This design comes from an exercise in tuning for small area on the open sky130 flow, not from production work.
Only simulation tests tie the RTL to the original design; equivalence was not proved.
Power figures rest on the tool's default switching activity, not on a simulated workload.

==> flow/design.v <==
module i2c_burst_mem #(
    parameter int DATA_W = 8,
    parameter int ADDR_W = 7
) (
    input  logic              clk,
    input  logic              reset,
    input  logic              start,
    input  logic              stop,
    input  logic              rw,
    input  logic              rx_valid,
    input  logic [DATA_W-1:0] rx_data,
    input  logic              tx_req,
    input  logic              wp,
    output logic              tx_valid,
    output logic [DATA_W-1:0] tx_data,
    output logic              ack,
    output logic [ADDR_W-1:0] ptr,
    output logic              busy
);
    localparam int DEPTH = 1 << ADDR_W;
    localparam logic [1:0] IDLE = 2'b00, ADDR = 2'b01, WRITE = 2'b10, READ = 2'b11;
    logic [1:0]                state;
    logic [DATA_W-1:0]         s [DEPTH];      
    logic                      ph;             
    logic                      clr;            
    logic                      bus_ctrl, rx_ev, tx_ev, wr_en;
    logic [DEPTH-1:0]          sel_n;          
    logic [DEPTH-1:0]          hn;             
    logic [DATA_W-1:0]         dw;
    logic [DATA_W-1:0]         rd_pair [DEPTH/2];   
    logic [DATA_W-1:0]         rd;
    assign busy     = state != IDLE;
    assign bus_ctrl = start | stop;
    assign rx_ev    = rx_valid & ~bus_ctrl;
    assign tx_ev    = tx_req & ~bus_ctrl;
    assign wr_en    = (state == WRITE) & rx_ev & ~wp;
    assign dw = (rx_data ^ {DATA_W{ph}}) | {DATA_W{~wr_en}};
    logic [7:0]  pa, wa;
    logic [15:0] pb, wb;
    for (genvar i = 0; i < 8; i++) begin : g_pa
        assign pa[i] = ptr[2:0] == 3'(i);
        assign wa[i] = (wr_en & pa[i]) | clr;
    end
    for (genvar j = 0; j < 16; j++) begin : g_pb
        assign pb[j] = ptr[6:3] == 4'(j);
        assign wb[j] = pb[j] | clr;
    end
    for (genvar w = 0; w < DEPTH; w++) begin : g_word
        assign sel_n[w] = ~(pa[w%8] & pb[w/8]);
        assign hn[w]    = wa[w%8] & wb[w/8];
        for (genvar b = 0; b < DATA_W; b++) begin : g_bit
            i2c_burst_mem_bit u_bit (
                .clk(clk), .hn(hn[w]), .en_n(sel_n[w]), .dw(dw[b]), .s(s[w][b])
            );
        end
    end
    for (genvar p = 0; p < DEPTH/2; p++) begin : g_rpair
        for (genvar b = 0; b < DATA_W; b++) begin : g_bit
            i2c_burst_mem_rsel u_rsel (
                .s0(s[2*p][b]), .sel0_n(sel_n[2*p]),
                .s1(s[2*p+1][b]), .sel1_n(sel_n[2*p+1]),
                .y(rd_pair[p][b])
            );
        end
    end
    always_comb begin
        rd = '0;
        for (int p = 0; p < DEPTH/2; p++)
            rd = rd | rd_pair[p];
    end
    always_ff @(posedge clk or posedge reset) begin
        if (reset) begin
            ph  <= 1'b0;
            clr <= 1'b1;
        end else begin
            ph  <= ~(ph | clr);
            clr <= 1'b0;
        end
    end
    always_ff @(posedge clk or posedge reset) begin
        if (reset) begin
            state    <= IDLE;
            ptr      <= '0;
            ack      <= 1'b0;
            tx_valid <= 1'b0;
            tx_data  <= '0;
        end else begin
            tx_valid <= 1'b0;
            if (start) begin
                state <= rw ? READ : ADDR;
            end else if (stop) begin
                state <= IDLE;
            end else begin
                case (state)
                    ADDR: if (rx_ev) begin
                        ptr   <= rx_data[ADDR_W-1:0];
                        ack   <= 1'b1;
                        state <= WRITE;
                    end
                    WRITE: if (rx_ev) begin
                        ptr <= ptr + ADDR_W'(1);
                        ack <= ~wp;
                    end
                    READ: if (tx_ev) begin
                        tx_data  <= ~rd ^ {DATA_W{ph}};
                        tx_valid <= 1'b1;
                        ptr      <= ptr + ADDR_W'(1);
                    end
                    default: ;
                endcase
            end
        end
    end
endmodule
module i2c_burst_mem_bit (
    input  logic clk,
    input  logic hn,
    input  logic en_n,
    input  logic dw,
    output logic s
);
    always_ff @(posedge clk)
        s <= ~((s | hn) & (dw | en_n));
endmodule
module i2c_burst_mem_rsel (
    input  logic s0,
    input  logic sel0_n,
    input  logic s1,
    input  logic sel1_n,
    output logic y
);
    assign y = ~((s0 | sel0_n) & (s1 | sel1_n));
endmodule
Settings: LEC_CHECK=0, CAP_MARGIN=20, CORE_MARGIN=2, CORE_UTILIZATION=40, SLEW_MARGIN=20, SYNTH_HIERARCHICAL=1, SYNTH_MINIMUM_KEEP_SIZE=0; clock period 5.0 ns.
run.sh (not shown) runs the stock make flow with config.mk's settings and CLKGATE_MAP_FILE= SYNTH_SCRIPT=/design/flow/synth_recipe.tcl, a recipe that flattens the netlist after the stock synthesis.
Then changed:
--- a/flow/design.v
+++ b/flow/design.v
@@ -24,8 +24,9 @@
     logic                      ph;             
     logic                      clr;            
     logic                      bus_ctrl, rx_ev, tx_ev, wr_en;
     logic [DEPTH-1:0]          sel_n;          
+    logic [DEPTH-1:0]          en_n;           
     logic [DEPTH-1:0]          hn;             
     logic [DATA_W-1:0]         dw;
     logic [DATA_W-1:0]         rd_pair [DEPTH/2];   
     logic [DATA_W-1:0]         rd;
@@ -33,25 +34,16 @@
     assign bus_ctrl = start | stop;
     assign rx_ev    = rx_valid & ~bus_ctrl;
     assign tx_ev    = tx_req & ~bus_ctrl;
     assign wr_en    = (state == WRITE) & rx_ev & ~wp;
-    assign dw = (rx_data ^ {DATA_W{ph}}) | {DATA_W{~wr_en}};
-    logic [7:0]  pa, wa;
-    logic [15:0] pb, wb;
-    for (genvar i = 0; i < 8; i++) begin : g_pa
-        assign pa[i] = ptr[2:0] == 3'(i);
-        assign wa[i] = (wr_en & pa[i]) | clr;
-    end
-    for (genvar j = 0; j < 16; j++) begin : g_pb
-        assign pb[j] = ptr[6:3] == 4'(j);
-        assign wb[j] = pb[j] | clr;
-    end
+    assign dw = rx_data ^ {DATA_W{ph}};
     for (genvar w = 0; w < DEPTH; w++) begin : g_word
-        assign sel_n[w] = ~(pa[w%8] & pb[w/8]);
-        assign hn[w]    = wa[w%8] & wb[w/8];
+        assign sel_n[w] = ptr != ADDR_W'(w);
+        assign en_n[w]  = ~(wr_en & ~sel_n[w]);
+        assign hn[w]    = ~(en_n[w] & ~clr);
         for (genvar b = 0; b < DATA_W; b++) begin : g_bit
             i2c_burst_mem_bit u_bit (
-                .clk(clk), .hn(hn[w]), .en_n(sel_n[w]), .dw(dw[b]), .s(s[w][b])
+                .clk(clk), .hn(hn[w]), .en_n(en_n[w]), .dw(dw[b]), .s(s[w][b])
             );
         end
     end
     for (genvar p = 0; p < DEPTH/2; p++) begin : g_rpair
After rerunning: Setup slack gets worse by 0.0086 ns; cell count rose by 2.9%; utilization fell by 0.39 points; routed wire length rose by 6.2%; count of clock-buffer cells in the layout fell by 14; critical path depth does not change; maximum frequency is about the same; total power fell by 7.5%; synthesized cell count rose by 5.0%; clock power rose by 3.4%.

[afterwards: timing with drivers on the ports]
How much do the figures lean on ideal ports? The routed layouts below were timed once more, with nothing changed but the port constraints.
Step 1 (the two cells are an assumption about what drives the block):
set clk [get_ports {clk}]
set_driving_cell -lib_cell sky130_fd_sc_hd__clkbuf_16 $clk
set_driving_cell -lib_cell sky130_fd_sc_hd__buf_2 [delete_from_list [all_inputs] $clk]
Step 2 moves the port delays by t, midway between the first and last clock arrival at a register: inputs arrive t later, outputs are due t later. That takes back most of the time a late clock gives input paths.
a / b / c = ideal ports / drivers / drivers and shift; a / b = the first two.
run | shift t [ns] | setup WS [ns] | worst data-port slew with drivers (ns) | cell pins on the clock port's net
the first run | 0.750 | 0.783 / 0.783 / 0.783 | 0.06 | 1
the second run | 0.732 | 0.775 / 0.775 / 0.775 | 0.04 | 1
After both steps setup and hold are still met in every run listed.
